From an optimization exercise on the open Yosys and OpenROAD flow, aimed at small area, a short achievable clock period and few clock cycles per item; shortcuts taken in it are not production practice. At most, simulation tests tie the RTL to the original design; equivalence was not proved. No functional check of the RTL was part of run 1. Power is estimated from default activity; no workload was simulated.

`design/flow/run.sh`:
```
#!/bin/bash
# synth_recipe.tcl (not shown) runs the flow's synth.tcl, then flattens the netlist and writes it again
# the make line also repeats each setting of config.mk as NAME=value (left out here)
make -C /OpenROAD-flow-scripts/flow DESIGN_CONFIG=/design/flow/config.mk WORK_HOME=/design/flow/orfs CLKGATE_MAP_FILE= SYNTH_SCRIPT=/design/flow/synth_recipe.tcl finish
```
`design/flow/config.mk`:
```
export PLATFORM = sky130hd
export DESIGN_NAME = low_score_flank_window_selector
export DESIGN_NICKNAME = low_score_flank_window_selector
export VERILOG_FILES = /design/flow/design.v
export SDC_FILE = /design/flow/constraint.sdc
export NUM_CORES = 4
export LEC_CHECK = 0
export CAP_MARGIN = 20
export CORE_MARGIN = 2
export CORE_UTILIZATION = 40
export SETUP_SLACK_MARGIN = 3
export SLEW_MARGIN = 20
```
`design/flow/constraint.sdc`:
```
create_clock -name core_clock -period 5.5 [get_ports {clk}]
set_input_delay 1.1000 -clock core_clock [delete_from_list [all_inputs] [get_ports {clk}]]
set_output_delay 1.1000 -clock core_clock [all_outputs]
set_load 0.01 [all_outputs]
```
`design/flow/design.v`:
```
package lsfws_pkg;
    localparam int WINDOW_SIZE = 5;
    localparam int MID_INDEX   = WINDOW_SIZE / 2;
    localparam int FILL_W      = $clog2(WINDOW_SIZE + 1);
    localparam int POS_W       = 32;
    localparam int SCORE_W     = 17;
    localparam int QUEUE_DEPTH = 2;
    localparam int QPTR_W      = (QUEUE_DEPTH > 1) ? $clog2(QUEUE_DEPTH) : 1;
    localparam int QCNT_W      = $clog2(QUEUE_DEPTH + 1);
    localparam int PADDR_W     = 3;
    localparam int PDATA_W     = 32;
    localparam logic [SCORE_W-1:0] THRESHOLD_RESET = 17'd64881;
    localparam logic FUNC_INSERT = 1'b0;
    localparam logic FUNC_FLUSH  = 1'b1;
    localparam logic [PADDR_W-3:0] REG_SCORE_THRESHOLD = '0;
    typedef logic [POS_W-1:0]   pos_t;
    typedef logic [SCORE_W-1:0] score_t;
    typedef struct packed {
        logic   func;
        pos_t   position;
        score_t score;
    } item_t;
    typedef struct packed {
        pos_t kept_position;
        logic last;
    } result_t;
    typedef struct packed {
        pos_t [WINDOW_SIZE-1:0] positions;
        logic [WINDOW_SIZE-1:0] mask;
    } job_t;
endpackage
module low_score_flank_window_selector
(
    input  logic               clk,
    input  logic               rst_n,
    input  logic               psel,
    input  logic               penable,
    input  logic               pwrite,
    input  logic [lsfws_pkg::PADDR_W-1:0] paddr,
    input  logic [lsfws_pkg::PDATA_W-1:0] pwdata,
    output logic [lsfws_pkg::PDATA_W-1:0] prdata,
    output logic               pready,
    input  logic               item_valid,
    output logic               item_stall,
    input  lsfws_pkg::item_t              item,
    output logic               result_valid,
    input  logic               result_stall,
    output lsfws_pkg::result_t            result
);
    localparam int SLOTS   = lsfws_pkg::WINDOW_SIZE;
    localparam int SCORE_W = lsfws_pkg::SCORE_W;
    localparam int POS_W   = lsfws_pkg::POS_W;
    localparam int PDATA_W = lsfws_pkg::PDATA_W;
    lsfws_pkg::score_t           threshold_reg;
    logic [SLOTS-1:0][POS_W-1:0] pos_reg;
    logic [SLOTS-1:0]            pend_reg;
    logic [SLOTS-1:0]            sel_reg;         
    logic [SLOTS-1:0]            last_reg;
    logic [SLOTS-1:0]            kept_reg;
    lsfws_pkg::score_t           s1_reg;          
    lsfws_pkg::score_t           s2_reg;          
    lsfws_pkg::score_t           m_reg;           
    logic [2:0]                  fill_reg;
    function automatic logic lt(input logic [SCORE_W-1:0] a, input logic [SCORE_W-1:0] b);
        logic [31:0] l;
        logic [31:0] e;
        l = '0;
        e = '1;
        for (int i = 0; i < SCORE_W; i++)
        begin
            l[i] = ~a[i] & b[i];
            e[i] = ~(a[i] ^ b[i]);
        end
        for (int w = 1; w < 32; w = w * 2)
            for (int i = 0; i + w < 32; i = i + 2 * w)
            begin
                l[i] = l[i+w] | (e[i+w] & l[i]);
                e[i] = e[i+w] & e[i];
            end
        lt = l[0];
    endfunction
    assign pready = 1'b1;
    always_ff @(posedge clk or negedge rst_n)
    begin
        if (!rst_n)
            threshold_reg <= lsfws_pkg::THRESHOLD_RESET;
        else if (psel && penable && pwrite && !paddr[2])
            threshold_reg <= pwdata[SCORE_W-1:0];
    end
    assign prdata = paddr[2] ? '0 : PDATA_W'(threshold_reg);
    logic             accept;
    logic             insert;
    logic             flush;
    logic             full;
    logic             b1;
    logic             b2;
    logic             bm;
    logic             low;
    logic [SLOTS-1:0] win;         
    logic [SLOTS-1:0] kept_sh;     
    logic [SLOTS-1:0] newp;        
    assign item_stall = pend_reg[SLOTS-1] && result_stall;
    assign accept     = item_valid && !item_stall;
    assign insert     = accept && !item.func;
    assign flush      = accept && item.func;
    assign full       = (fill_reg == 3'd5);
    assign b1 = lt(s1_reg, threshold_reg);
    assign b2 = lt(s2_reg, threshold_reg);
    assign bm = lt(m_reg, threshold_reg);
    always_comb
    begin
        win = '0;
        if (item.func)
        begin
            kept_sh = kept_reg;
            for (int i = 0; i < SLOTS; i++)
                win[i] = (3'(i) < fill_reg);
            if (full)
                low = b1 | b2;                           
            else
                low = (b1 && fill_reg >= 3'd1)
                    | (b2 && fill_reg >= 3'd2)
                    | (bm && fill_reg >= 3'd3);          
        end
        else
        begin
            kept_sh = {kept_reg[SLOTS-2:0], 1'b0};
            for (int i = 0; i < SLOTS; i++)
                win[i] = (3'(i) <= fill_reg);
            if (full)
                low = b2;                                
            else if (fill_reg == 3'd4)
                low = bm | b2;                           
            else
                low = 1'b0;
        end
        newp = low ? (win & ~kept_sh) : '0;
    end
    logic             deliver;
    logic [SLOTS-1:0] pend_left;
    logic [SLOTS-1:0] pend_next;
    logic [SLOTS-1:0] sel_next;
    assign result_valid = |pend_reg;
    assign deliver      = result_valid && !result_stall;
    assign pend_left    = deliver ? (pend_reg & ~sel_reg) : pend_reg;
    always_comb
    begin
        result = '0;
        for (int i = 0; i < SLOTS; i++)
            result = result | (sel_reg[i] ? {pos_reg[i], last_reg[i]} : '0);
    end
    always_comb
    begin
        if (insert)
            pend_next = {pend_left[SLOTS-2:0], 1'b0} | newp;
        else if (flush)
            pend_next = pend_left | newp;
        else
            pend_next = pend_left;
        sel_next = '0;
        for (int i = 0; i < SLOTS; i++)
            if (pend_next[i])
            begin
                sel_next    = '0;
                sel_next[i] = 1'b1;
            end
    end
    always_ff @(posedge clk or negedge rst_n)
    begin
        if (!rst_n)
        begin
            pend_reg <= '0;
            fill_reg <= '0;
        end
        else
        begin
            pend_reg <= pend_next;
            if (insert && !full)
                fill_reg <= fill_reg + 3'd1;
            else if (flush)
                fill_reg <= '0;
        end
    end
    always_ff @(posedge clk)
    begin
        sel_reg <= sel_next;
        if (insert)
        begin
            pos_reg  <= {pos_reg[SLOTS-2:0], item.position};
            last_reg <= {last_reg[SLOTS-2:0], low};
            kept_reg <= kept_sh | newp;
            s1_reg   <= item.score;
            s2_reg   <= s1_reg;
            if (fill_reg == 3'd2 || lt(s2_reg, m_reg))
                m_reg <= s2_reg;
        end
        else if (flush)
        begin
            last_reg[0] <= last_reg[0] | newp[0];
            kept_reg    <= '0;
        end
    end
endmodule
```
==> impl_metrics.py, run 1 <==
metrics = {
    "routing": {
        "dr_wl_met3_um": 1130,
        "drtIter0Drc": 593,
        "vias_per_cell": 5.24,
        "first_pass_iters": 5,
        "highest_layer": "met4",
        "wl_met1_um": 11500,
        "drc": 0,
        "ant_nets": 0,
        "vias": 6817,
        "wl_per_cell_um": 18.9,
        "totalWireLength_um": 24600,
        "wl_met2_um": 11500,
    },
    "final_layout": {
        "largest_reg_flops": 160,
        "area_growth_syn_to_layout_pct": 31.5,
        "drive_gt1_share_pct": 26.5,
        "final_nets": 1098,
        "seqCellArea_um2": 7400,
        "fillers": 2161,
        "multi_input_area_um2": 3420,
        "diodes": 0,
        "finalNonFillerCells": 1300,
    },
    "yosys": {
        "synth_async_sr_flop_share_pct": 9.96,
        "synth_edf_count": 221,
        "synth_area_um2": 10800,
        "ys_ff_latch": 251,
        "postSynthAreaPerCell_um2": 14.5,
        "synthFlopType": "edfxtp_1",
        "synthCells": 745,
        "synth_cell_types": 57,
        "ys_seq_area_share_pct": 68.1,
        "yosysWarnings": 1,
    },
    "timing": {
        "fmax_mhz": 347,
        "fin_skew_ps": 8.24,
        "fin_crit_ps": 2880,
        "drv_slew": 0,
        "hold_viol_final": 0,
        "worst_slew_pin_slew_ps": 616,
        "final.setup.tns_ps": 0,
        "fin_ws_ps": 2620,
        "max_slew_margin_pct": 58.8,
        "finalSetupViolations": 0,
        "final.period_utilization_pct": 52.3,
        "rsz0062_at_grt": "yes",
    },
    "setup_path": {
        "crit_chain": "buf_4 -> buf_4 -> a222oi_1 -> nand2_1 -> buf_2",
        "worstPathRequired_ps": 4400,
        "rrSetupSlack_ps": 2900,
        "cp_data_arrival_time_ps": 1780,
        "crit-reg2reg-capture": "last_reg[0]",
        "reg2reg_depth": 9,
        "cp_max_fo": 6,
        "crit_type": "flip-flop to output port",
        "crit_path_end_kind": "output port",
        "cp-start-kind": "flip-flop",
        "max_stage_delay_ps": 390,
        "critical-path-slowest-cell": "dfxtp_4",
        "cp-endpoint": "result[28]",
        "rr_startpoint": "threshold_reg[5]",
        "crit_top_cell": "buf_4",
        "cp-startpoint": "sel_reg[3]",
    },
    "clock_network": {
        "cts_hold_buf": 0,
        "htreeDepth": 1,
        "cts_tree": "yes",
        "worstSkewPairLatency_ps": 540,
        "cts_buffer_depth": 3,
        "cts_buffers": 27,
        "cts-root-buf": "clkbuf_16",
        "clk_pin_slew_ps": 60,
        "cts.sinks": 251,
    },
    "grt": {
        "overflow": 0,
        "antenna_found_initial": 0,
        "grt_start_max_net_pins": 60,
        "grt_pass1_wl_um": 38400,
        "first_global_vias": 6811,
        "grtUsageTotal_pct": 17.3,
    },
    "floorplan": {
        "fp.dieH_um": 169,
        "rows": 60,
        "die_w_um": 169,
        "initial_core_util_pct": 40.4,
        "core_um2": 26800,
        "io_pins": 160,
        "die_area_um2": 28400,
    },
    "power_and_ir_drop": {
        "power_leakage_uw": 0.00556,
        "power_density_nw_per_um2": 365,
        "max-vdd-ir-drop_v": 0.000269,
    },
    "min_path": {
        "hold_path_class": "flip-flop to flip-flop",
    },
    "job": {
        "cap_violations": 0,
    },
    "placement": {
        "dp_cells": 1185,
        "dp_slack_ps": 1270,
        "place_hpwl_um": 14100,
        "routabilityCongestion": 0.777,
        "numPortBuffers": 126,
    },
    "status": {
        "status": "timing/DRC/antenna clean",
    },
}
## cells in the mapped netlist, types with 4 or more instances
cell,number,area (um2)
dfxtp_1,5,100
a21oi_1,21,105
nor3_1,12,60.1
o31ai_1,4,30.0
buf_4,16,120
mux2_2,17,191
a22oi_1,33,248
a21o_1,5,37.5
inv_1,56,210
nand2_1,60,225
edfxtp_1,221,6640
dfstp_2,11,289
ha_1,68,851
clkbuf_1,25,93.8
a222oi_1,33,330
nor2_1,16,60.1
nor2b_1,23,144
o211ai_1,5,37.5
nand4_1,7,43.8
nand2b_1,6,37.5
dfrtp_1,14,350
o21ai_0,21,105
a211oi_1,8,60.1
## worst min path at each step
stage / startpoint / end / cells after the start
3_5_place_dp: s1_reg[11] / s2_reg[11] / 0
2_1_floorplan: s1_reg[0] / s2_reg[0] / 0
3_3_place_gp: s1_reg[0] / s2_reg[0] / 0
4_1_cts: pos_reg[67] / pos_reg[99] / 0
5_1_grt: pos_reg[87] / pos_reg[119] / 0
6_report: pos_reg[67] / pos_reg[99] / 0
## repair_timing
action | 4_1_cts | 5_1_grt
gates resized for setup | 296 | 26
setup buffers | 52 | 6
pin swaps | 47 | 42
cloned | 7 | 0
setup endpoints to repair | 300 | 79
## report_power, final
group	internal (uW)	leakage (uW)	switching, uW	total (uW)
Combinational	556	0.00274	569	1130
Clock	1000	0.000411	738	1740
Sequential	2220	0.00241	114	2330
Total	3780	0.00556	1420	5200
## metrics by stage
step,utilization [%],hold slack [ps],total power [uW],instance area [um2]
after floorplan,-,417,2890,11000
after global placement,46.7,425,3330,12500
after detailed placement,46.7,433,3340,12500
after CTS,52.8,441,5220,14200
after global routing,53.2,450,5440,14300
final,53.2,442,5200,14300
## critical path, delay by kind of cell (launching register included)
family                 cells  cell delay, ps
AO/OA/AOI/OAI              1             300
AND/OR/NAND/NOR            1             110
buffers and inverters      3             450
flip-flops                 1             390
## cell type report
type	count	area share, %
multi-input combinational	408	24.0
timing repair buffer	190	13.3
inverter	57	1.69
clock inverter	17	1.04
tap	341	2.99
clock buffer	33	4.90
sequential	251	51.9
timing repair inverter	3	0.184
## routing by layer
layer,track usage [%],up-vias
li1,-,3266
met1,25.4,3324
met2,27.4,192
met3,2.15,35
met4,4.61,0
met5,0,-
## layout by cell type (no fill, tap or decap), types with 16 or more instances in the layout
cell and instances:
buf_2 36, edfxtp_1 221, a222oi_1 33, clkbuf_16 27, ha_1 65, a22oi_1 33
conb_1 16, nand2_1 58, buf_6 23, mux2_2 17, a21oi_1 19, inv_1 53
buf_4 39, clkdlybuf4s50_1 70
## logic make-up (layout without fill, tap and decap cells)
| kind of cell | after synthesis | in the layout | share of synthesized area [%] |
|---|---|---|---|
| flip-flops | 251 | 251 | 68.1 |
| AO/OA/AOI/OAI | 163 | 163 | 11.7 |
| AND/OR/NAND/NOR | 143 | 143 | 6.47 |
| buffers and inverters | 100 | 300 | 4.04 |
| adder cells (fa/ha/maj) | 68 | 68 | 7.85 |
| multiplexers | 18 | 18 | 1.86 |
| other | 2 | 16 | 0.0693 |
==> run 2, diff against run 1 <==
--- a/design/flow/design.v
+++ b/design/flow/design.v
@@ -55,5 +55,4 @@
     logic [SLOTS-1:0][POS_W-1:0] pos_reg;
     logic [SLOTS-1:0]            pend_reg;
-    logic [SLOTS-1:0]            sel_reg;         
     logic [SLOTS-1:0]            last_reg;
     logic [SLOTS-1:0]            kept_reg;
@@ -62,4 +61,7 @@
     lsfws_pkg::score_t           m_reg;           
     logic [2:0]                  fill_reg;
+    logic                        stall_reg;
+    logic                        out_valid_reg;
+    lsfws_pkg::result_t          out_reg;
     function automatic logic lt(input logic [SCORE_W-1:0] a, input logic [SCORE_W-1:0] b);
         logic [31:0] l;
@@ -100,5 +102,5 @@
     logic [SLOTS-1:0] kept_sh;     
     logic [SLOTS-1:0] newp;        
-    assign item_stall = pend_reg[SLOTS-1] && result_stall;
+    assign item_stall = stall_reg && result_stall;
     assign accept     = item_valid && !item_stall;
     assign insert     = accept && !item.func;
@@ -137,17 +139,30 @@
         newp = low ? (win & ~kept_sh) : '0;
     end
-    logic             deliver;
+    logic [SLOTS-1:0] pick;        
+    logic             load_out;
+    logic [POS_W-1:0] pick_pos;
+    logic             pick_last;
+    always_comb
+    begin
+        pick = '0;
+        for (int i = 0; i < SLOTS; i++)
+            if (pend_reg[i])
+            begin
+                pick    = '0;
+                pick[i] = 1'b1;
+            end
+        pick_pos  = '0;
+        pick_last = 1'b0;
+        for (int i = 0; i < SLOTS; i++)
+        begin
+            pick_pos  = pick_pos | (pick[i] ? pos_reg[i] : '0);
+            pick_last = pick_last | (pick[i] & last_reg[i]);
+        end
+    end
+    assign load_out = (|pend_reg) && (!out_valid_reg || !result_stall);
     logic [SLOTS-1:0] pend_left;
     logic [SLOTS-1:0] pend_next;
-    logic [SLOTS-1:0] sel_next;
-    assign result_valid = |pend_reg;
-    assign deliver      = result_valid && !result_stall;
-    assign pend_left    = deliver ? (pend_reg & ~sel_reg) : pend_reg;
-    always_comb
-    begin
-        result = '0;
-        for (int i = 0; i < SLOTS; i++)
-            result = result | (sel_reg[i] ? {pos_reg[i], last_reg[i]} : '0);
-    end
+    logic             out_valid_next;
+    assign pend_left = load_out ? (pend_reg & ~pick) : pend_reg;
     always_comb
     begin
@@ -158,11 +173,5 @@
         else
             pend_next = pend_left;
-        sel_next = '0;
-        for (int i = 0; i < SLOTS; i++)
-            if (pend_next[i])
-            begin
-                sel_next    = '0;
-                sel_next[i] = 1'b1;
-            end
+        out_valid_next = load_out || (out_valid_reg && result_stall);
     end
     always_ff @(posedge clk or negedge rst_n)
@@ -170,6 +179,8 @@
         if (!rst_n)
         begin
-            pend_reg <= '0;
-            fill_reg <= '0;
+            pend_reg      <= '0;
+            fill_reg      <= '0;
+            stall_reg     <= 1'b0;
+            out_valid_reg <= 1'b0;
         end
         else
@@ -180,9 +191,10 @@
             else if (flush)
                 fill_reg <= '0;
+            stall_reg     <= pend_next[SLOTS-1] && out_valid_next;
+            out_valid_reg <= out_valid_next;
         end
     end
     always_ff @(posedge clk)
     begin
-        sel_reg <= sel_next;
         if (insert)
         begin
@@ -200,4 +212,8 @@
             kept_reg    <= '0;
         end
-    end
+        if (load_out)
+            out_reg <= {pick_pos, pick_last};
+    end
+    assign result_valid = out_valid_reg;
+    assign result       = out_reg;
 endmodule
--- a/design/flow/config.mk
+++ b/design/flow/config.mk
@@ -8,5 +8,5 @@
 export CAP_MARGIN = 20
 export CORE_MARGIN = 2
-export CORE_UTILIZATION = 40
+export CORE_UTILIZATION = 65
 export SETUP_SLACK_MARGIN = 3
 export SLEW_MARGIN = 20
==> run 2 against run 1 <==
Critical path depth fell by 1; final cell count fell by 7.4%; largest cell class unchanged; synthesized area rose by 10%; via count rose by 8.1%; clock power rose by 5%; largest power group unchanged.
==> impl_metrics.py, run 2 <==
metrics = {
    "routing": {
        "drc": 0,
        "vias": 7367,
        "first_pass_iters": 5,
        "vias_per_cell": 6.12,
        "totalWireLength_um": 25900,
        "ant_nets": 0,
        "drtIter0Drc": 548,
        "wl_per_cell_um": 21.5,
    },
    "timing": {
        "fmax_mhz": 369,
        "fin_ws_ps": 2790,
        "drv_slew": 0,
        "rsz0062_at_grt": "yes",
        "final.setup.tns_ps": 0,
        "hold_viol_final": 0,
        "finalSetupViolations": 0,
        "fin_skew_ps": 14.5,
        "fin_crit_ps": 2710,
        "final.period_utilization_pct": 49.2,
        "worst_slew_pin_slew_ps": 956,
        "max_slew_margin_pct": 36.1,
    },
    "status": {
        "status": "timing/DRC/antenna clean",
    },
    "clock_network": {
        "worstSkewPairLatency_ps": 550,
        "cts.sinks": 281,
        "htreeDepth": 1,
        "cts_tree": "yes",
        "cts-root-buf": "clkbuf_16",
        "clk_pin_slew_ps": 60,
        "cts_buffer_depth": 3,
        "cts_buffers": 27,
    },
    "final_layout": {
        "final_common_cell": "edfxtp_1",
        "largest_reg_flops": 160,
        "final_nets": 1115,
        "diodes": 0,
        "area_growth_syn_to_layout_pct": 22.9,
        "seqCellArea_um2": 8320,
        "fillers": 995,
        "final_cell_mix": "edfxtp_1 (254), clkdlybuf4s50_1 (71), ha_1 (68), nand2_1 (63), inv_1 (54)",
        "drive_gt1_share_pct": 15.6,
        "multi_input_area_um2": 3440,
    },
    "yosys": {
        "yosysWarnings": 1,
        "ys_ff_latch": 281,
        "ys_seq_area_share_pct": 69.7,
        "synth_top_area_share_pct": 64.0,
        "postSynthAreaPerCell_um2": 14.7,
        "synth_edf_count": 254,
        "synth.most_common_cell": "edfxtp_1",
        "synthCells": 812,
        "synthFlopType": "edfxtp_1",
        "synth_commonest_cells": "edfxtp_1 (254), ha_1 (68), nand2_1 (66)",
        "synth_area_leaders": "edfxtp_1 (64%), ha_1 (7.1%), dfrtp_1 (3.4%)",
        "synth_area_um2": 11900,
        "synth_async_sr_flop_share_pct": 9.61,
        "synth_cell_types": 55,
        "synth_top_area_cell": "edfxtp_1",
    },
    "setup_path": {
        "crit_type": "input port to output port",
        "cp-start-kind": "input port",
        "crit_path_end_kind": "output port",
        "critical-path-slowest-cell": "buf_2",
        "rrSetupSlack_ps": 3090,
        "max_stage_delay_ps": 140,
        "worstPathRequired_ps": 4400,
        "cp_num_cells": 4,
        "reg2reg_depth": 8,
        "crit_top_cell": "buf_12",
        "path_delay_family": "buffers and inverters",
        "cp_data_arrival_time_ps": 1610,
        "crit_chain": "buf_12 -> buf_12 -> nor2b_1 -> buf_2",
        "cp_max_fo": 5,
        "crit_buf_inv": 3,
    },
    "placement": {
        "dp_slack_ps": 1800,
        "routabilityCongestion": 0.847,
        "place_hpwl_um": 15700,
        "numPortBuffers": 126,
    },
    "grt": {
        "grt_pass1_wl_um": 41300,
        "first_global_vias": 7854,
        "grt_start_max_net_pins": 72,
        "overflow": 0,
        "antenna_found_initial": 0,
        "grtUsageTotal_pct": 26.7,
    },
    "floorplan": {
        "initial_core_util_pct": 66.4,
        "rows": 49,
        "core_um2": 18000,
        "die_w_um": 139,
        "fp.dieH_um": 139,
        "die_area_um2": 19400,
        "io_pins": 160,
    },
    "min_path": {
        "holdPathStages": 0,
        "hold_path_class": "flip-flop to flip-flop",
    },
    "power_and_ir_drop": {
        "max-vdd-ir-drop_v": 0.000338,
        "power_leakage_uw": 0.00556,
        "power_density_nw_per_um2": 374,
    },
    "job": {
        "cap_violations": 0,
    },
}
[run 2: changes by cell type in the layout (fill, tap and decap cells not counted), moves of 28 or more]
| cell | previous run | this run |
|---|---|---|
| o21ai_0 | 14 | 48 |
| a221o_1 | 0 | 33 |
| a222oi_1 | 33 | 0 |
| edfxtp_1 | 221 | 254 |
| buf_2 | 36 | 6 |
| dlygate4sd2_1 | 1 | 30 |
| buf_4 | 39 | 11 |
[run 2: kinds of logic after synthesis]
logic type               Yosys count  share of synthesized area (%)
adder cells (fa/ha/maj)           68                           7.14
buffers and inverters            103                           3.90
AND/OR/NAND/NOR                  142                           5.63
flip-flops                       281                           69.7
multiplexers                      22                           2.04
other                              2                         0.0630
AO/OA/AOI/OAI                    194                           11.5
[run 2: metal layers]
layer | part of all wire (%) | global-route usage (%)
met5 | 0 | 0
met4 | 2.5 | 8.29
met3 | 6.1 | 4.16
met2 | 51 | 45.8
met1 | 40 | 35.6
[run 2: what timing repair did]
action                     in CTS  in global routing
resized for setup             152                 22
setup endpoints to repair     271                 69
hold buffers                    0                  0
pin swaps                       0                  2
gates cloned                    4                  0
buffers inserted                8                  1
[run 2: worst reg2reg max path, cell delays in order (launching register included)]
cell	delay [ps]
dfstp_2	580
ha_1	260
a21oi_1	230
o21ai_1	170
a21oi_1	220
nand3_2	130
o21ai_4	250
a21oi_1	140
o21a_1	190
[run 2: final cells by class]
cell class                 count  share of cell area [%]
clock buffer                  32                    4.74
clock inverter                17                    1.19
inverter                      58                    1.70
multi-input combinational    442                    23.5
sequential                   281                    56.8
tap                          229                    1.96
timing repair buffer         144                    10.1
timing repair inverter         1                  0.0598
[run 2: final timing paths]
path,start,end
setup reg to reg,threshold_reg[11],kept_reg[3]
setup / recovery,paddr[2],prdata[2]
hold / removal,pos_reg[55],pos_reg[87]
max in group asynchronous,rst_n,threshold_reg[6]
hold reg to reg,pos_reg[55],pos_reg[87]
min in group asynchronous,rst_n,pend_reg[3]
[run 2: through the flow]
| step | cell area (um2) | util [%] | total power [uW] | instances | hold WS (ps) |
|---|---|---|---|---|---|
| global route | 14700 | 81.6 | 5680 | 1204 | 457 |
| detailed placement | 13500 | 75.2 | 3690 | 1142 | 435 |
| floorplan | 12200 | - | 3260 | 826 | 419 |
| finish | 14700 | 81.6 | 5480 | 1204 | 448 |
| global placement | 13500 | 75.2 | 3650 | 1142 | 432 |
| CTS | 14600 | 81.1 | 5500 | 1203 | 449 |
[run 2: power by group]
group | switching, uW | internal (uW) | leakage [uW]
combinational | 507 | 422 | 0.00242
clock | 784 | 1050 | 0.000432
sequential | 130 | 2590 | 0.00271
Testbench counts of run 2, summed over its fixed seeds: cycles 14,112, items 12,000.
==> run 3, diff against run 2 <==
--- a/design/flow/config.mk
+++ b/design/flow/config.mk
@@ -8,5 +8,7 @@
 export CAP_MARGIN = 20
 export CORE_MARGIN = 2
-export CORE_UTILIZATION = 65
+export CORE_UTILIZATION = 40
+export CTS_BUF_LIST = sky130_fd_sc_hd__clkbuf_8
+export CTS_CLUSTER_SIZE = 24
 export SETUP_SLACK_MARGIN = 3
 export SLEW_MARGIN = 20
==> run 3 against run 2 <==
Clock-buffer cell count increased by 17; power fell by 2.3%; still clean on timing, DRC and antenna; synthesized area is the same; critical path type unchanged; setup slack improved by 6.3 ps; first-iteration DRC count is 25% lower; die area increased by 61%; cell area up 1.2%; synthesized cell count unchanged; sequential cell count unchanged; core utilization fell by 31 points; critical path depth is the same; clock skew is essentially flat.
==> impl_metrics.py, run 3 <==
metrics = {
    "final_layout": {
        "diodes": 0,
        "final_cell_mix": "edfxtp_1 (254), inv_1 (72), clkdlybuf4s50_1 (71), ha_1 (68), nand2_1 (63)",
        "final_nets": 1137,
        "drive_gt1_share_pct": 16.5,
        "largest_reg_flops": 160,
        "area_growth_syn_to_layout_pct": 24.3,
        "final_common_cell": "edfxtp_1",
        "finalNonFillerCells": 1405,
        "fin_util_pct": 50.3,
    },
    "power_and_ir_drop": {
        "intPower_uw": 3890,
        "p_seq_share_pct": 50.8,
        "finalPower_uw": 5360,
        "power_leakage_uw": 0.00560,
        "p_sw_share_pct": 27.4,
        "comb_power_share_pct": 17.1,
        "p_sw_uw": 1470,
        "clock_power_share_pct": 32.1,
        "power_density_nw_per_um2": 361,
        "max-vdd-ir-drop_v": 0.000257,
    },
    "setup_path": {
        "rr_startpoint": "threshold_reg[11]",
        "crit_chain": "buf_12 -> buf_12 -> nor2b_1 -> buf_2",
        "cp-start-kind": "input port",
        "cp_data_arrival_time_ps": 1600,
        "crit_path_end_kind": "output port",
        "cp-startpoint": "paddr[2]",
        "crit_type": "input port to output port",
        "max_stage_delay_ps": 140,
        "worstPathRequired_ps": 4400,
        "cp_max_fo": 5,
        "critical-path-slowest-cell": "buf_2",
        "path_delay_family": "buffers and inverters",
        "crit_top_cell": "buf_12",
        "crit_buf_inv": 3,
    },
    "yosys": {
        "synth_area_leaders": "edfxtp_1 (64%), ha_1 (7.1%), dfrtp_1 (3.4%)",
        "synth_async_sr_flop_share_pct": 9.61,
        "synthCells": 812,
        "ys_seq_area_share_pct": 69.7,
        "synth_commonest_cells": "edfxtp_1 (254), ha_1 (68), nand2_1 (66)",
        "synth_area_um2": 11900,
        "ys_ff_latch": 281,
        "synth_edf_count": 254,
        "synth.most_common_cell": "edfxtp_1",
        "synth_top_area_share_pct": 64.0,
        "synth_cell_types": 55,
        "synth_top_area_cell": "edfxtp_1",
        "synthFlopType": "edfxtp_1",
        "yosysWarnings": 1,
        "postSynthAreaPerCell_um2": 14.7,
    },
    "routing": {
        "first_pass_iters": 5,
        "vias_per_cell": 5.11,
        "wl_per_cell_um": 17.7,
        "drtIter0Drc": 413,
        "ant_nets": 0,
        "vias": 7178,
        "drc": 0,
        "totalWireLength_um": 24900,
    },
    "grt": {
        "overflow": 0,
        "grtUsageTotal_pct": 16.3,
        "grt_start_max_net_pins": 72,
        "grt_pass1_wl_um": 39900,
        "antenna_found_initial": 0,
        "first_global_vias": 7287,
    },
    "clock_network": {
        "clk_pin_slew_ps": 60,
        "htreeDepth": 2,
        "cts-root-buf": "clkbuf_8",
        "cts_tree": "yes",
        "worstSkewPairLatency_ps": 560,
        "cts.sinks": 281,
        "cts_buffer_depth": 3,
        "cts_buffers": 49,
    },
    "placement": {
        "dp_slack_ps": 1720,
        "numPortBuffers": 126,
        "routabilityCongestion": 0.791,
        "place_hpwl_um": 15300,
        "dp_cells": 1305,
    },
    "timing": {
        "worst_slew_pin_slew_ps": 957,
        "fmax_mhz": 370,
        "final.period_utilization_pct": 49.1,
        "finalSetupViolations": 0,
        "final.setup.tns_ps": 0,
        "hold_viol_final": 0,
        "fin_ws_ps": 2800,
        "fin_skew_ps": 14.4,
        "fin_crit_ps": 2700,
        "drv_slew": 0,
        "rsz0062_at_grt": "yes",
        "max_slew_margin_pct": 36.0,
    },
    "min_path": {
        "hold_path_class": "flip-flop to flip-flop",
        "worstHoldStart": "s1_reg[0]",
    },
    "status": {
        "status": "timing/DRC/antenna clean",
    },
    "floorplan": {
        "initial_core_util_pct": 40.4,
        "rows": 63,
        "die_area_um2": 31200,
        "die_w_um": 177,
        "fp.dieH_um": 177,
        "io_pins": 160,
        "core_um2": 29500,
    },
    "job": {
        "cap_violations": 0,
    },
}
run 3: cell types whose count changed in the layout (fill, tap and decap cells not counted), moves of 3 or more:
cell | before | now
clkbuf_8 | 0 | 49
clkbuf_16 | 27 | 0
inv_1 | 54 | 72
clkinv_1 | 4 | 13
clkbuf_1 | 5 | 0
dlygate4sd2_1 | 30 | 34
dlymetal6s2s_1 | 4 | 0
clkinv_2 | 8 | 5
nor2b_1 | 5 | 8
run 3: final cells by class:
class                           count  area (um2)
Fill cell                        2600       14700
Clock inverter                     40         206
Tap cell                          390         488
Timing Repair inverter              1        8.76
Timing Repair Buffer              144        1450
Inverter                           58         249
Multi-Input combinational cell    442        3420
Sequential cell                   281        8320
Clock buffer                       49         674
run 3: path summary, 6_finish.rpt:
kind,cells past startpoint,slack [ps],end
min in group asynchronous,2,930,threshold_reg[1]
max,4,2800,prdata[5]
max in group asynchronous,2,4230,threshold_reg[8]
max reg2reg,8,3100,kept_reg[3]
min,0,440,s2_reg[0]
min reg2reg,0,440,s2_reg[0]
run 3: routing by layer:
metal	global-route usage [%]	vias to the layer above	wire length, um	part of all wire [%]
li1	-	3434	-	-
met1	23.2	3530	11800	47
met2	25.4	171	11500	46
met3	2.90	43	1120	4.5
met4	5.44	0	512	2.1
met5	0	-	0	0
run 3: stage by stage:
step	hold slack (ps)	cell area, um2
finish	439	14800
floorplan	419	12200
CTS	440	14700
global route	442	14800
detailed placement	428	13700
global placement	421	13700
run 3: logic make-up after synthesis:
logic type	count (synthesis)	share of synthesized area, %
simple gates	142	5.63
other cells	2	0.0630
compound gates	194	11.5
fa+ha+maj	68	7.14
flops	281	69.7
mux	22	2.04
buf+inv	103	3.90
run 3: what timing repair did:
action / 4_1_cts / 5_1_grt
hold buffers: 0 / 0
buffers inserted: 4 / 2
resized for setup: 151 / 16
cloned: 4 / 0
endpoints found under the setup margin: 244 / 78
pin swaps: 0 / 7
run 3: power groups by stage:
stage	clock (uW)	combinational [uW]	sequential [uW]
after global placement	0	925	2770
after floorplan	0	504	2760
final	1720	917	2720
after detailed placement	0	939	2770
after CTS	1780	907	2720
after global routing	1870	1020	2740
==> run 4, diff against run 3 <==
--- a/design/flow/config.mk
+++ b/design/flow/config.mk
@@ -9,6 +9,4 @@
 export CORE_MARGIN = 2
 export CORE_UTILIZATION = 40
-export CTS_BUF_LIST = sky130_fd_sc_hd__clkbuf_8
-export CTS_CLUSTER_SIZE = 24
 export SETUP_SLACK_MARGIN = 3
 export SLEW_MARGIN = 20
==> run 4 against run 3 <==
Critical path depth did not move; first-iteration DRC count up 14%; fmax hardly changed; sequential power is essentially flat; clock power increased by 13%; sequential share of layout area shrank 0.23 points; synthesized area unchanged; combinational power is 1% lower; final cell count decreased by 2.4%; sequential cell count unchanged; non-clock buffer count did not move; wire length is 0.74% lower; largest cell class unchanged; largest power group unchanged.
==> impl_metrics.py, run 4 <==
metrics = {
    "status": {
        "status": "timing/DRC/antenna clean",
    },
    "yosys": {
        "synth_edf_count": 254,
        "ys_seq_area_share_pct": 69.7,
        "synth.most_common_cell": "edfxtp_1",
        "postSynthAreaPerCell_um2": 14.7,
        "ys_ff_latch": 281,
        "synth_async_sr_flop_share_pct": 9.61,
        "synthFlopType": "edfxtp_1",
        "yosysWarnings": 1,
        "synth_top_area_cell": "edfxtp_1",
        "synth_top_area_share_pct": 64.0,
        "synth_commonest_cells": "edfxtp_1 (254), ha_1 (68), nand2_1 (66)",
        "synth_cell_types": 55,
        "synth_area_um2": 11900,
        "synthCells": 812,
        "synth_area_leaders": "edfxtp_1 (64%), ha_1 (7.1%), dfrtp_1 (3.4%)",
    },
    "final_layout": {
        "multi_input_area_um2": 3410,
        "area_growth_syn_to_layout_pct": 24.8,
        "final_cell_mix": "edfxtp_1 (254), clkdlybuf4s50_1 (71), ha_1 (68), nand2_1 (63), inv_1 (54)",
        "final_nets": 1118,
        "drive_gt1_share_pct": 15.1,
        "fin_util_pct": 50.5,
        "final_common_cell": "edfxtp_1",
        "diodes": 0,
        "largest_reg_flops": 160,
        "seqCellArea_um2": 8320,
        "fillers": 2565,
    },
    "clock_network": {
        "clk_pin_slew_ps": 60,
        "cts_tree": "yes",
        "cts.sinks": 281,
        "cts-root-buf": "clkbuf_16",
        "worstSkewPairLatency_ps": 560,
        "cts_hold_buf": 0,
        "htreeDepth": 1,
        "cts_buffer_depth": 3,
        "cts_buffers": 30,
    },
    "routing": {
        "ant_nets": 0,
        "totalWireLength_um": 24700,
        "first_pass_iters": 5,
        "vias_per_cell": 5.16,
        "drc": 0,
        "wl_per_cell_um": 18.0,
        "vias": 7077,
        "drtIter0Drc": 472,
    },
    "timing": {
        "whs_ps": 440,
        "fmax_mhz": 370,
        "final.setup.tns_ps": 0,
        "rsz0062_at_grt": "yes",
        "hold_viol_final": 0,
        "drv_slew": 0,
        "final.period_utilization_pct": 49.1,
        "max_slew_margin_pct": 35.5,
        "finalSetupViolations": 0,
        "fin_skew_ps": 11.5,
        "fin_crit_ps": 2700,
        "worst_slew_pin_slew_ps": 965,
    },
    "setup_path": {
        "crit_type": "input port to output port",
        "cp-start-kind": "input port",
        "crit_chain": "buf_12 -> buf_12 -> nor2b_1 -> buf_2",
        "crit_path_end_kind": "output port",
        "crit_top_cell": "buf_12",
        "reg2reg_depth": 8,
        "worstPathRequired_ps": 4400,
        "max_stage_delay_ps": 140,
        "path_delay_family": "buffers and inverters",
        "cp_data_arrival_time_ps": 1600,
        "cp_max_fo": 5,
        "crit_buf_inv": 3,
        "critical-path-slowest-cell": "buf_2",
        "cp_num_cells": 4,
    },
    "power_and_ir_drop": {
        "power_density_nw_per_um2": 375,
        "max-vdd-ir-drop_v": 0.000229,
        "power_leakage_uw": 0.00555,
    },
    "floorplan": {
        "core_um2": 29500,
        "io_pins": 160,
        "fp.dieH_um": 177,
        "die_area_um2": 31200,
        "die_w_um": 177,
        "rows": 63,
        "initial_core_util_pct": 40.4,
    },
    "min_path": {
        "hold_path_class": "flip-flop to flip-flop",
        "holdPathStages": 0,
    },
    "placement": {
        "numPortBuffers": 126,
        "routabilityCongestion": 0.791,
        "place_hpwl_um": 15300,
    },
    "grt": {
        "grt_pass1_wl_um": 39800,
        "grt_start_max_net_pins": 72,
        "overflow": 0,
        "grtUsageTotal_pct": 16.2,
        "antenna_found_initial": 0,
        "first_global_vias": 7157,
    },
    "job": {
        "cap_violations": 0,
    },
}
-- run 4: area by class of cell --
class | instances | area share (%)
clock buffer | 44 | 5.60
timing repair inverter | 1 | 0.0589
timing repair buffer | 144 | 9.73
inverter | 58 | 1.67
tap | 390 | 3.28
multi-input combinational | 442 | 22.9
sequential | 281 | 55.9
clock inverter | 11 | 0.866
-- run 4: repair_timing --
item	4_1_cts	5_1_grt
cloned	4	0
hold endpoints to repair	0	0
gates resized for setup	151	12
buffers inserted	6	1
setup endpoints to repair	245	78
pin swaps	1	5
-- run 4: path summary, 6_finish.rpt --
kind | from | to | slack, ps
max | paddr[2] | prdata[5] | 2800
min | s1_reg[3] | s2_reg[3] | 440
max reg2reg | threshold_reg[11] | kept_reg[3] | 3050
min reg2reg | s1_reg[3] | s2_reg[3] | 440
max in group asynchronous | rst_n | threshold_reg[8] | 4230
min in group asynchronous | rst_n | threshold_reg[1] | 940
-- run 4: per-stage QoR --
step                total power (uW)  setup slack, ps  cells  instance area (um2)
detailed placement              3710             1720   1305                13700
CTS                             5630             2790   1370                14800
floorplan                       3260             2630    826                12200
finish                          5580             2800   1371                14900
global placement                3690             1740   1305                13700
global route                    5850             2760   1371                14900
-- run 4: routing by layer --
layer	up-vias	global-route usage, %	share of wire (%)
li1	3390	-	-
met1	3489	23.2	47
met2	159	25.7	47
met3	39	2.56	4.9
met4	0	4.10	1.9
met5	-	0	0
-- run 4: worst register-to-register path, stage by stage (launching register included) --
cell and delay [ps]:
dfstp_2 580, ha_1 260, a21oi_1 220, o21ai_0 210
a21oi_1 220, nand3_2 130, o21ai_4 260, a21oi_1 160
o21a_1 200
-- run 4: logic make-up (layout without fill, tap and decap cells) --
family	after synthesis	after routing	synth area share, %
flops	281	281	69.7
compound gates	194	194	11.5
simple gates	142	142	5.63
fa+ha+maj	68	68	7.14
mux	22	22	2.04
other cells	2	16	0.0630
buf+inv	103	258	3.90
-- run 4: report_power, final --
group | leakage [uW] | internal, uW | total, uW | switching (uW)
logic | 0.00237 | 411 | 907 | 495
registers | 0.00271 | 2590 | 2720 | 128
clock network | 0.000464 | 1140 | 1950 | 808
total | 0.00555 | 4150 | 5580 | 1430
==> run 5, diff against run 4 <==
--- a/design/flow/config.mk
+++ b/design/flow/config.mk
@@ -9,4 +9,6 @@
 export CORE_MARGIN = 2
 export CORE_UTILIZATION = 40
-export SETUP_SLACK_MARGIN = 3
+export CTS_BUF_LIST = sky130_fd_sc_hd__clkbuf_4
+export CTS_CLUSTER_SIZE = 16
+export SETUP_SLACK_MARGIN = 2.8
 export SLEW_MARGIN = 20
==> run 5 against run 4 <==
Synthesized area stayed put; largest cell class unchanged; critical endpoint is now result[4]; die area stayed put; critical path depth is 3 lower.
==> impl_metrics.py, run 5 <==
metrics = {
    "status": {
        "status": "timing/DRC/antenna clean",
    },
    "timing": {
        "finalSetupViolations": 0,
        "fin_crit_ps": 2620,
        "final.setup.tns_ps": 0,
        "fmax_mhz": 382,
        "rsz0062_at_grt": "no",
        "hold_viol_final": 0,
        "final.period_utilization_pct": 47.6,
        "fin_skew_ps": 66.2,
        "worst_slew_pin_slew_ps": 1000,
        "max_slew_margin_pct": 33.0,
        "drv_slew": 0,
    },
    "setup_path": {
        "path_delay_family": "buffers and inverters",
        "crit_buf_inv": 1,
        "reg2reg_depth": 9,
        "crit_chain": "clkdlybuf4s50_1",
        "crit_path_end_kind": "output port",
        "rrSetupSlack_ps": 2950,
        "rr_startpoint": "s2_reg[9]",
        "max_stage_delay_ps": 540,
        "crit-reg2reg-capture": "m_reg[1]",
        "critical-path-slowest-cell": "clkdlybuf4s50_1",
        "cp_data_arrival_time_ps": 1520,
        "worstPathRequired_ps": 4400,
        "cp-start-kind": "flip-flop",
        "cp_max_fo": 1,
        "crit_type": "flip-flop to output port",
    },
    "clock_network": {
        "cts.sinks": 281,
        "cts_hold_buf": 0,
        "clk_pin_slew_ps": 60,
        "cts_buffers": 75,
        "cts-root-buf": "clkbuf_4",
        "worstSkewPairLatency_ps": 680,
        "cts_tree": "yes",
        "htreeDepth": 3,
        "cts_buffer_depth": 3,
    },
    "final_layout": {
        "drive_gt1_share_pct": 19.9,
        "final_cell_mix": "edfxtp_1 (254), clkbuf_4 (109), clkdlybuf4s50_1 (73), ha_1 (68), nand2_1 (63)",
        "finalInstanceArea_um2": 14700,
        "final_nets": 1165,
        "area_growth_syn_to_layout_pct": 23.1,
        "largest_reg_flops": 160,
        "final_common_cell": "edfxtp_1",
    },
    "min_path": {
        "holdPathStages": 0,
        "hold_path_class": "flip-flop to flip-flop",
        "worstHoldStart": "s1_reg[11]",
        "hold_path_end": "s2_reg[11]",
    },
    "power_and_ir_drop": {
        "max-vdd-ir-drop_v": 0.000161,
        "power_density_nw_per_um2": 372,
        "power_leakage_uw": 0.00559,
    },
    "routing": {
        "drtIter0Drc": 557,
        "vias_per_cell": 5.02,
        "vias": 7294,
        "ant_nets": 0,
        "drc": 0,
        "totalWireLength_um": 24600,
        "first_pass_iters": 5,
        "wl_per_cell_um": 16.9,
    },
    "yosys": {
        "synth_area_leaders": "edfxtp_1 (64%), ha_1 (7.1%), dfrtp_1 (3.4%)",
        "ys_seq_area_share_pct": 69.7,
        "synth_cell_types": 55,
        "synth_edf_count": 254,
        "synthCells": 812,
        "synthFlopType": "edfxtp_1",
        "synth_top_area_share_pct": 64.0,
        "postSynthAreaPerCell_um2": 14.7,
        "synth_async_sr_flop_share_pct": 9.61,
        "synth_top_area_cell": "edfxtp_1",
        "ys_ff_latch": 281,
        "synth.most_common_cell": "edfxtp_1",
        "synth_area_um2": 11900,
        "synth_commonest_cells": "edfxtp_1 (254), ha_1 (68), nand2_1 (66)",
        "yosysWarnings": 1,
    },
    "grt": {
        "grtUsageTotal_pct": 16.3,
        "first_global_vias": 7513,
        "grt_pass1_wl_um": 39600,
        "antenna_found_initial": 1,
        "overflow": 0,
        "grt_start_max_net_pins": 101,
    },
    "placement": {
        "routabilityCongestion": 0.775,
        "place_hpwl_um": 15400,
        "placed_area_um2": 13600,
        "numPortBuffers": 126,
    },
    "job": {
        "cap_violations": 0,
    },
    "floorplan": {
        "rows": 63,
        "io_pins": 160,
        "die_area_um2": 31200,
        "initial_core_util_pct": 40.4,
        "core_um2": 29500,
        "fp.dieH_um": 177,
        "die_w_um": 177,
    },
}
==> run 5: cell counts after synthesis <==
Identical to the previous run, type by type.
==> run 5: worst max-delay path by stage <==
stage                           start           end  slack [ps]  depth (start not counted)
finish                     out_reg[4]     result[4]        2880                          1
global route               out_reg[4]     result[4]        2810                          1
CTS                 threshold_reg[14]    prdata[14]        2730                          2
detailed placement           item[49]   pos_reg[99]        1670                          5
global placement             item[49]  pos_reg[132]        1710                          5
floorplan                result_stall      m_reg[0]        2630                          8
==> run 5: power breakdown <==
part | switching (uW) | internal (uW)
Combinational | 510 | 402
Clock | 844 | 1010
Sequential | 103 | 2590
Total | 1460 | 4000
==> run 5: cells by family after synthesis <==
kind of cell	synth area share, %
other cells	0.0630
mux	2.04
buf+inv	3.90
fa+ha+maj	7.14
compound gates	11.5
flops	69.7
simple gates	5.63
==> run 5: layout make-up <==
type,instances,area (um2)
clock inverters,24,163
flip-flops and latches,281,8330
repair buffers,147,1330
inverters,58,246
well taps,390,488
clock buffers,109,818
fillers,2622,14800
multi-input cells,442,3300
diodes,2,5.00
==> run 5: metrics by stage <==
step	util [%]	hold slack, ps	setup WS (ps)	power (uW)	cells
5_1_grt	49.8	438	2810	5790	1453
6_report	49.8	435	2880	5460	1453
3_3_place_gp	46.3	430	1710	3670	1303
2_1_floorplan	-	419	2630	3240	826
4_1_cts	49.8	429	2730	5550	1450
3_5_place_dp	46.3	432	1670	3690	1303
==> run 5: timing repair <==
action / in CTS / in global routing
resized for setup: 108 / 18
buffers inserted: 14 / 0
endpoints found under the setup margin: 194 / 122
endpoints found under the hold margin: 0 / 0
==> run 5: metal layers <==
metal  up-vias  GRT usage [%]  share of wire [%]  wire length (um)
met5         -              0                  0                 0
met4         0           6.99                2.5               614
met3        42           4.19                5.6              1380
met2       193           24.6                 46             11400
met1      3542           22.5                 46             11300
li1       3517              -                  -                 -
==> run 6, diff against run 5 <==
==> design/flow/flow/run.sh (new file) <==
#!/bin/bash
# The standard layout, with plain buf_1 cells as the port buffers (the
# standard flow picks a delay cell for them). Every tool's output goes to
# flow.log here and ORFS's own logs under orfs/logs.
set -euo pipefail
bash standard.sh "BUFFER_PORTS_ARGS=-buffer_cell sky130_fd_sc_hd__buf_1" finish > flow.log 2>&1
==> design/flow/standard.sh (new file) <==
#!/bin/bash
# synth_recipe.tcl (not shown) runs the flow's synth.tcl, then flattens the netlist and writes it again
# the make line also repeats each setting of config.mk as NAME=value (left out here)
make -C /OpenROAD-flow-scripts/flow DESIGN_CONFIG=/design/flow/config.mk WORK_HOME=/design/flow/orfs CLKGATE_MAP_FILE= SYNTH_SCRIPT=/design/flow/synth_recipe.tcl "${@:-finish}"
removed: design/flow/run.sh
==> run 6 against run 5 <==
Still clean; cell area down 4.9%; clock skew down 27 ps; power down 1.7%; fmax down 1.9%; clock-buffer cell count up 4; synthesized cell count unchanged; final cell count down 0.34%; sequential cell count unchanged; combinational power down 11%; synthesized area unchanged; worst hold slack worse by 17 ps; largest power group unchanged; highest routed layer is now met5.
==> impl_metrics.py, run 6 <==
metrics = {
    "routing": {
        "vias": 7241,
        "vias_per_cell": 5.00,
        "first_pass_iters": 5,
        "totalWireLength_um": 24300,
        "drtIter0Drc": 504,
        "drc": 0,
        "wl_per_cell_um": 16.8,
        "ant_nets": 0,
    },
    "yosys": {
        "synth_area_leaders": "edfxtp_1 (64%), ha_1 (7.1%), dfrtp_1 (3.4%)",
        "synth_async_sr_flop_share_pct": 9.61,
        "ys_seq_area_share_pct": 69.7,
        "synth_top_area_share_pct": 64.0,
        "yosysWarnings": 1,
        "synth.most_common_cell": "edfxtp_1",
        "synth_commonest_cells": "edfxtp_1 (254), ha_1 (68), nand2_1 (66)",
        "synth_top_area_cell": "edfxtp_1",
        "postSynthAreaPerCell_um2": 14.7,
        "synthFlopType": "edfxtp_1",
        "synthCells": 812,
        "synth_area_um2": 11900,
        "synth_edf_count": 254,
        "ys_ff_latch": 281,
        "synth_cell_types": 55,
    },
    "placement": {
        "routabilityCongestion": 0.775,
        "numPortBuffers": 126,
        "place_hpwl_um": 14700,
        "placed_area_um2": 12800,
    },
    "timing": {
        "rsz0062_at_grt": "yes",
        "hold_viol_final": 0,
        "fmax_mhz": 375,
        "final.setup.tns_ps": 0,
        "worst_slew_pin_slew_ps": 982,
        "max_slew_margin_pct": 34.4,
        "final.period_utilization_pct": 48.5,
        "drv_slew": 0,
        "fin_skew_ps": 39.2,
        "fin_crit_ps": 2670,
        "finalSetupViolations": 0,
    },
    "grt": {
        "grtUsageTotal_pct": 15.8,
        "grt_start_max_net_pins": 118,
        "grt_pass1_wl_um": 38300,
        "overflow": 0,
        "first_global_vias": 7168,
        "antenna_found_initial": 2,
    },
    "clock_network": {
        "cts.sinks": 281,
        "clk_pin_slew_ps": 60,
        "htreeDepth": 3,
        "cts_buffer_depth": 3,
        "cts-root-buf": "clkbuf_4",
        "cts_tree": "yes",
        "cts_hold_buf": 0,
        "cts_buffers": 75,
        "worstSkewPairLatency_ps": 710,
    },
    "setup_path": {
        "cp_max_fo": 18,
        "crit_chain": "buf_4 -> nor2b_1 -> buf_1",
        "worstPathRequired_ps": 4400,
        "crit_path_end_kind": "output port",
        "max_stage_delay_ps": 180,
        "cp-start-kind": "input port",
        "crit_type": "input port to output port",
        "critical-path-slowest-cell": "buf_4",
        "cp_data_arrival_time_ps": 1570,
    },
    "job": {
        "cap_violations": 0,
    },
    "final_layout": {
        "largest_reg_flops": 160,
        "finalInstanceArea_um2": 14000,
        "area_growth_syn_to_layout_pct": 17.0,
        "drive_gt1_share_pct": 19.0,
        "final_cell_mix": "edfxtp_1 (254), clkbuf_4 (113), buf_1 (113), ha_1 (68), nand2_1 (63)",
        "final_common_cell": "edfxtp_1",
        "final_nets": 1161,
    },
    "floorplan": {
        "die_w_um": 177,
        "die_area_um2": 31200,
        "initial_core_util_pct": 40.4,
        "rows": 63,
        "io_pins": 160,
        "fp.dieH_um": 177,
        "core_um2": 29500,
    },
    "power_and_ir_drop": {
        "power_leakage_uw": 0.00517,
        "power_density_nw_per_um2": 385,
        "max-vdd-ir-drop_v": 0.000217,
    },
    "min_path": {
        "hold_path_class": "flip-flop to flip-flop",
    },
    "status": {
        "status": "timing/DRC/antenna clean",
    },
}
==> run 6: power by group <==
group	internal [uW]	switching (uW)	total (uW)	leakage, uW
Combinational	311	504	815	0.00189
Clock	996	859	1850	0.000577
Sequential	2590	108	2700	0.00271
==> run 6: cell families after synthesis <==
logic type	Yosys count	share of synthesized area, %
fa+ha+maj	68	7.14
other cells	2	0.0630
simple gates	142	5.63
flops	281	69.7
mux	22	2.04
compound gates	194	11.5
buf+inv	103	3.90
==> run 6: stage by stage <==
stage	utilization, %	setup WS (ps)	instances	power, uW	hold WS [ps]
6_report	47.3	2830	1448	5370	419
5_1_grt	47.3	2710	1448	5670	421
4_1_cts	47.1	2740	1443	5440	370
3_5_place_dp	43.6	2100	1303	3530	430
3_3_place_gp	43.6	2140	1303	3520	424
2_1_floorplan	-	2630	826	3240	419
==> run 6: final timing paths <==
path | from | slack [ps] | cells after the start | endpoint
max | paddr[2] | 2830 | 3 | prdata[3]
min | pos_reg[21] | 420 | 0 | pos_reg[53]
max reg2reg | threshold_reg[15] | 2900 | 9 | kept_reg[3]
min reg2reg | pos_reg[21] | 420 | 0 | pos_reg[53]
max in group asynchronous | rst_n | 4740 | 2 | threshold_reg[0]
min in group asynchronous | rst_n | 430 | 2 | stall_reg
==> run 6: layer usage <==
layer / share of wire (%) / up-vias / GRT usage, %
met3: 5.3 / 36 / 3.84
met1: 46 / 3493 / 22.0
met5: 0.053 / - / 0
li1: - / 3521 / -
met2: 46 / 189 / 23.7
met4: 2.0 / 2 / 6.92
==> run 6: layout make-up <==
class                           count  area [um2]
Fill cell                        2723       15500
Clock buffer                      113         848
Antenna cell                        1        2.50
Timing Repair Buffer              143         631
Tap cell                          390         488
Multi-Input combinational cell    442        3290
Inverter                           58         243
Sequential cell                   281        8320
Clock inverter                     20         130
==> run 6: worst max-delay path: cells and delay by family <==
kind | cells | cell delay [ps]
buf+inv | 2 | 340
simple gates | 1 | 130
==> run 6: timing repair <==
item | 4_1_cts | 5_1_grt
hold endpoints to repair | 0 | 0
setup buffers | 7 | 3
gates resized for setup | 10 | 10
setup endpoints to repair | 24 | 77
==> run 7, diff against run 6 <==
==> design/flow/flow/run.sh (replaced) <==
#!/bin/bash
# The standard layout, with plain buf_2 cells as the port buffers (the
# standard flow picks a delay cell for them). Every tool's output goes to
# flow.log here and ORFS's own logs under orfs/logs.
set -euo pipefail
bash standard.sh "BUFFER_PORTS_ARGS=-buffer_cell sky130_fd_sc_hd__buf_2" finish > flow.log 2>&1
==> run 7 against run 6 <==
Cell area rose by 0.80%; critical path type unchanged; largest power group unchanged; worst hold slack worse by 12 ps; core utilization increased by 0.38 points; still clean on timing, DRC and antenna; final cell count about the same; synthesized area did not move; setup slack gained 50 ps; non-clock buffer count down 4; via count shrank 0.15%; clock-buffer cell count shrank 2; clock power about the same.
==> impl_metrics.py, run 7 <==
metrics = {
    "clock_network": {
        "worstSkewPairLatency_ps": 680,
        "cts_tree": "yes",
        "clk_pin_slew_ps": 70,
        "cts_buffer_depth": 3,
        "cts-root-buf": "clkbuf_4",
        "cts.sinks": 281,
        "htreeDepth": 3,
        "cts_buffers": 75,
        "cts_hold_buf": 0,
    },
    "yosys": {
        "yosysWarnings": 1,
        "synthFlopType": "edfxtp_1",
        "ys_seq_area_share_pct": 69.7,
        "synth_area_leaders": "edfxtp_1 (64%), ha_1 (7.1%), dfrtp_1 (3.4%)",
        "postSynthAreaPerCell_um2": 14.7,
        "synth_area_um2": 11900,
        "synth_top_area_share_pct": 64.0,
        "synth.most_common_cell": "edfxtp_1",
        "synth_cell_types": 55,
        "ys_ff_latch": 281,
        "synth_async_sr_flop_share_pct": 9.61,
        "synthCells": 812,
        "synth_edf_count": 254,
        "synth_commonest_cells": "edfxtp_1 (254), ha_1 (68), nand2_1 (66)",
        "synth_top_area_cell": "edfxtp_1",
    },
    "timing": {
        "drv_slew": 0,
        "final.period_utilization_pct": 47.6,
        "max_slew_margin_pct": 32.2,
        "rsz0062_at_grt": "no",
        "fin_crit_ps": 2620,
        "final.setup.tns_ps": 0,
        "fmax_mhz": 382,
        "hold_viol_final": 0,
        "worst_slew_pin_slew_ps": 1010,
        "fin_skew_ps": 41.1,
        "finalSetupViolations": 0,
    },
    "status": {
        "status": "timing/DRC/antenna clean",
    },
    "final_layout": {
        "largest_reg_flops": 160,
        "area_growth_syn_to_layout_pct": 18.0,
        "multi_input_area_um2": 3300,
        "finalInstanceArea_um2": 14100,
        "seqCellArea_um2": 8320,
        "drive_gt1_share_pct": 29.7,
        "final_common_cell": "edfxtp_1",
        "fillers": 2640,
        "final_nets": 1157,
        "final_cell_mix": "edfxtp_1 (254), buf_2 (125), clkbuf_4 (111), ha_1 (68), nand2_1 (63)",
    },
    "routing": {
        "drc": 0,
        "vias_per_cell": 5.00,
        "ant_nets": 0,
        "vias": 7230,
        "first_pass_iters": 4,
        "totalWireLength_um": 23800,
        "drtIter0Drc": 537,
        "wl_per_cell_um": 16.5,
    },
    "setup_path": {
        "worstPathRequired_ps": 4400,
        "cp_max_fo": 3,
        "cp-start-kind": "input port",
        "crit_path_end_kind": "output port",
        "cp_data_arrival_time_ps": 1520,
        "crit_type": "input port to output port",
    },
    "floorplan": {
        "fp.dieH_um": 177,
        "rows": 63,
        "die_w_um": 177,
        "io_pins": 160,
        "core_um2": 29500,
        "initial_core_util_pct": 40.4,
        "die_area_um2": 31200,
    },
    "placement": {
        "placed_area_um2": 13000,
        "place_hpwl_um": 14400,
        "routabilityCongestion": 0.789,
        "numPortBuffers": 126,
    },
    "power_and_ir_drop": {
        "finalPower_uw": 5390,
        "power_leakage_uw": 0.00548,
        "max-vdd-ir-drop_v": 0.000201,
        "power_density_nw_per_um2": 383,
    },
    "grt": {
        "antenna_found_initial": 2,
        "first_global_vias": 7244,
        "grt_start_max_net_pins": 89,
        "overflow": 0,
        "grtUsageTotal_pct": 15.5,
        "grt_pass1_wl_um": 37800,
    },
    "min_path": {
        "hold_path_class": "flip-flop to flip-flop",
    },
    "job": {
        "cap_violations": 0,
    },
}
-- run 7: cell counts after synthesis --
No cell type changed its count.
-- run 7: layer usage --
| metal | GRT usage, % | vias up | routed length (um) | part of all wire [%] |
|---|---|---|---|---|
| met5 | 0 | - | 7 | 0.029 |
| met1 | 21.9 | 3474 | 11300 | 48 |
| li1 | - | 3519 | - | - |
| met2 | 22.8 | 201 | 10700 | 45 |
| met4 | 6.54 | 2 | 428 | 1.8 |
| met3 | 3.80 | 34 | 1360 | 5.7 |
-- run 7: worst paths after layout --
kind	start	to	slack (ps)	cells after the start
setup / recovery	result_stall	item_stall	2880	4
hold / removal	s1_reg[5]	s2_reg[5]	410	0
setup reg to reg	threshold_reg[11]	kept_reg[3]	2940	9
hold reg to reg	s1_reg[5]	s2_reg[5]	410	0
max in group asynchronous	rst_n	pend_reg[3]	4500	1
min in group asynchronous	rst_n	pend_reg[1]	480	1
-- run 7: area by class of cell --
| class | instances | area share (%) |
|---|---|---|
| diodes | 1 | 0.0178 |
| multi-input cells | 442 | 23.4 |
| clock inverters | 25 | 1.09 |
| clock buffers | 111 | 5.92 |
| repair buffers | 139 | 5.22 |
| inverters | 58 | 1.69 |
| flip-flops and latches | 281 | 59.1 |
| well taps | 390 | 3.47 |
-- run 7: through the flow --
stage,hold WS [ps],std cells,setup slack [ps],utilization (%)
finish,407,1447,2880,47.7
global route,415,1447,2800,47.7
CTS,405,1440,2800,47.5
detailed placement,432,1302,2240,44.1
global placement,425,1302,2290,44.1
floorplan,419,826,2630,-
-- run 7: timing repair --
item                       in CTS  in global routing
resized for setup               3                  4
buffers inserted                2                  6
setup endpoints to repair      37                 41
-- run 7: kinds of logic after synthesis --
logic type,share of synthesized area (%)
buffers and inverters,3.90
and+or+nand+nor,5.63
other,0.0630
muxes,2.04
AOI/OAI and AO/OA,11.5
adders and majority gates,7.14
DFF,69.7
-- run 7: report_power, final --
part	total (uW)	internal (uW)	switching, uW	leakage (uW)
sequential	2700	2590	113	0.00271
clock	1860	988	871	0.000583
combinational	829	336	493	0.00219
-- run 7: worst max-delay path, cell delays in order --
cell and delay, ps:
buf_2 150, nand2_8 70, inv_1 70, buf_2 130
==> run 8, diff against run 7 <==
--- a/design/flow/design.v
+++ b/design/flow/design.v
@@ -56,5 +56,5 @@
     logic [SLOTS-1:0]            pend_reg;
     logic [SLOTS-1:0]            last_reg;
-    logic [SLOTS-1:0]            kept_reg;
+    logic [2:0]                  unkept_reg;      
     lsfws_pkg::score_t           s1_reg;          
     lsfws_pkg::score_t           s2_reg;          
@@ -99,6 +99,5 @@
     logic             bm;
     logic             low;
-    logic [SLOTS-1:0] win;         
-    logic [SLOTS-1:0] kept_sh;     
+    logic [2:0]       unkept_sh;   
     logic [SLOTS-1:0] newp;        
     assign item_stall = stall_reg && result_stall;
@@ -112,10 +111,7 @@
     always_comb
     begin
-        win = '0;
         if (item.func)
         begin
-            kept_sh = kept_reg;
-            for (int i = 0; i < SLOTS; i++)
-                win[i] = (3'(i) < fill_reg);
+            unkept_sh = unkept_reg;
             if (full)
                 low = b1 | b2;                           
@@ -127,7 +123,5 @@
         else
         begin
-            kept_sh = {kept_reg[SLOTS-2:0], 1'b0};
-            for (int i = 0; i < SLOTS; i++)
-                win[i] = (3'(i) <= fill_reg);
+            unkept_sh = (unkept_reg == 3'd5) ? 3'd5 : unkept_reg + 3'd1;
             if (full)
                 low = b2;                                
@@ -137,5 +131,6 @@
                 low = 1'b0;
         end
-        newp = low ? (win & ~kept_sh) : '0;
+        for (int i = 0; i < SLOTS; i++)
+            newp[i] = low && (3'(i) < unkept_sh);
     end
     logic [SLOTS-1:0] pick;        
@@ -180,4 +175,5 @@
         begin
             pend_reg      <= '0;
+            unkept_reg    <= '0;
             fill_reg      <= '0;
             stall_reg     <= 1'b0;
@@ -187,4 +183,8 @@
         begin
             pend_reg <= pend_next;
+            if (flush || (insert && low))
+                unkept_reg <= '0;
+            else if (insert)
+                unkept_reg <= unkept_sh;
             if (insert && !full)
                 fill_reg <= fill_reg + 3'd1;
@@ -201,5 +201,4 @@
             pos_reg  <= {pos_reg[SLOTS-2:0], item.position};
             last_reg <= {last_reg[SLOTS-2:0], low};
-            kept_reg <= kept_sh | newp;
             s1_reg   <= item.score;
             s2_reg   <= s1_reg;
@@ -208,8 +207,5 @@
         end
         else if (flush)
-        begin
             last_reg[0] <= last_reg[0] | newp[0];
-            kept_reg    <= '0;
-        end
         if (load_out)
             out_reg <= {pick_pos, pick_last};
--- a/design/flow/config.mk
+++ b/design/flow/config.mk
@@ -9,6 +9,7 @@
 export CORE_MARGIN = 2
 export CORE_UTILIZATION = 40
-export CTS_BUF_LIST = sky130_fd_sc_hd__clkbuf_4
-export CTS_CLUSTER_SIZE = 16
+export CTS_BUF_LIST = sky130_fd_sc_hd__clkbuf_8
+export CTS_CLUSTER_DIAMETER = 60
+export CTS_CLUSTER_SIZE = 30
 export SETUP_SLACK_MARGIN = 2.8
 export SLEW_MARGIN = 20
==> run 8 against run 7 <==
Cell area fell by 3.8%; critical path depth fell by 1; sequential share of layout area rose by 1.8 points; power fell by 3.6%; worst hold slack improved by 39 ps; fmax fell by 1.8%; setup slack got worse by 48 ps; sequential cell count fell by 2; combinational power rose by 28%; core utilization fell by 0.97 points.
==> impl_metrics.py, run 8 <==
metrics = {
    "status": {
        "status": "timing/DRC/antenna clean",
    },
    "final_layout": {
        "final_common_cell": "edfxtp_1",
        "finalNonFillerCells": 1334,
        "largest_reg_flops": 160,
        "fin_util_pct": 46.7,
        "drive_gt1_share_pct": 24.2,
        "fillers": 2572,
    },
    "timing": {
        "drv_slew": 0,
        "finalSetupViolations": 0,
        "fin_ws_ps": 2830,
        "rsz0062_at_grt": "yes",
        "final.setup.tns_ps": 0,
        "max_slew_margin_pct": 35.9,
        "worst_slew_pin_slew_ps": 961,
        "final.period_utilization_pct": 48.5,
    },
    "yosys": {
        "synthAdderAreaFrac_pct": 7.30,
        "synth_cell_types": 60,
        "yosysWarnings": 1,
        "synth_top_area_share_pct": 63.2,
        "synth-xor-area-share_pct": 0.0741,
        "synth_async_sr_flop_share_pct": 10.8,
        "synthCells": 800,
        "synth_area_um2": 11800,
        "synth_edf_count": 249,
        "ys_seq_area_share_pct": 69.7,
        "synth-compound-area-share_pct": 11.7,
        "synth_area_leaders": "edfxtp_1 (63%), ha_1 (7.3%), dfrtp_1 (4.0%)",
        "synth_commonest_cells": "edfxtp_1 (249), ha_1 (69), inv_1 (60), nand2_1 (60), o21ai_0 (57)",
        "synth_top_family_by_area": "compound AO/OA/AOI/OAI gates",
        "synthMuxAreaShare_pct": 1.70,
    },
    "setup_path": {
        "cp_data_arrival_time_ps": 1570,
        "crit_type": "input port to output port",
        "worstPathRequired_ps": 4400,
        "critical-path-slowest-cell": "buf_4",
        "max_stage_delay_ps": 180,
        "rrSetupSlack_ps": 2920,
        "rr_startpoint": "threshold_reg[9]",
        "cp_max_fo": 18,
        "reg2reg_depth": 8,
    },
    "routing": {
        "first_pass_iters": 5,
        "drtIter0Drc": 522,
        "ant_nets": 0,
        "vias_per_cell": 5.07,
        "wl_per_cell_um": 17.2,
        "totalWireLength_um": 22900,
    },
    "floorplan": {
        "fp.dieH_um": 176,
        "rows": 62,
        "initial_core_util_pct": 40.9,
        "io_pins": 160,
    },
    "power_and_ir_drop": {
        "clock_power_share_pct": 25.8,
        "power_leakage_uw": 0.00518,
        "p_sw_uw": 1580,
        "comb_power_share_pct": 20.4,
        "finalPower_uw": 5200,
        "power_density_nw_per_um2": 384,
    },
    "grt": {
        "first_global_vias": 6693,
        "grt_pass1_wl_um": 36700,
        "grtUsageTotal_pct": 14.8,
        "grt_start_max_net_pins": 93,
        "overflow": 0,
    },
    "clock_network": {
        "cts-root-buf": "clkbuf_8",
        "cts.sinks": 279,
        "clk_pin_slew_ps": 120,
        "htreeDepth": 1,
        "cts_hold_buf": 0,
    },
    "min_path": {
        "hold_path_class": "flip-flop to flip-flop",
        "worstHoldStart": "pos_reg[54]",
    },
    "placement": {
        "numPortBuffers": 126,
        "dp_slack_ps": 2030,
        "routabilityCongestion": 0.762,
        "place_hpwl_um": 14600,
    },
}
-- run 8: final cells by class --
cell class,count,share of cell area (%)
clock buffer,25,2.54
clock inverter,19,1.72
inverter,61,1.90
multi-input combinational,430,24.0
sequential,279,60.9
tap,384,3.55
timing repair buffer,136,5.29
-- run 8: kinds of logic after synthesis --
logic type               count (synthesis)
multiplexers                            18
flip-flops                             279
XOR/XNOR                                 1
buffers and inverters                  106
other                                    2
adder cells (fa/ha/maj)                 69
AO/OA/AOI/OAI                          194
AND/OR/NAND/NOR                        131
-- run 8: worst max path at each step --
| stage | start | cells past startpoint | end | slack, ps |
|---|---|---|---|---|
| 6_report | paddr[2] | 3 | prdata[16] | 2830 |
| 5_1_grt | threshold_reg[9] | 8 | last_reg[0] | 2730 |
| 4_1_cts | pend_reg[4] | 4 | out_reg[11] | 2840 |
| 3_5_place_dp | result_stall | 9 | m_reg[1] | 2030 |
| 3_3_place_gp | result_stall | 9 | m_reg[1] | 2090 |
| 2_1_floorplan | item[49] | 7 | m_reg[0] | 2360 |
-- run 8: layer usage --
metal	wire, um	track usage (%)
met1	11000	21.9
met2	10500	23.4
met3	1130	2.15
met4	311	3.20
met5	0	0
-- run 8: timing repair --
item,CTS,global route
pin swaps,1,2
endpoints found under the setup margin,30,88
setup buffers,1,1
gates resized for setup,2,4
gates cloned,0,1
-- run 8: power by group through the flow --
stage	clock network [uW]	registers, uW	logic (uW)
final	1340	2800	1060
after CTS	1390	2800	1060
after global placement	0	2840	1040
after detailed placement	0	2840	1050
after floorplan	0	2860	617
after global routing	1470	2830	1190
-- run 8: per-stage QoR --
stage / hold slack, ps / instance area (um2)
after global placement: 430 / 12900
after CTS: 447 / 13500
after detailed placement: 433 / 12900
after global routing: 458 / 13500
final: 446 / 13500
after floorplan: 417 / 12000
Testbench counts of run 8, summed over its fixed seeds: cycles 14,112, items 12,000.

Setup slack of run 8, layout unchanged: 2.832 ns with ideal ports, 2.807 ns with driving cells assumed (clock clkbuf_16, inputs buf_2), 2.348 ns with port delays also shifted by the 0.597 ns mid clock arrival.
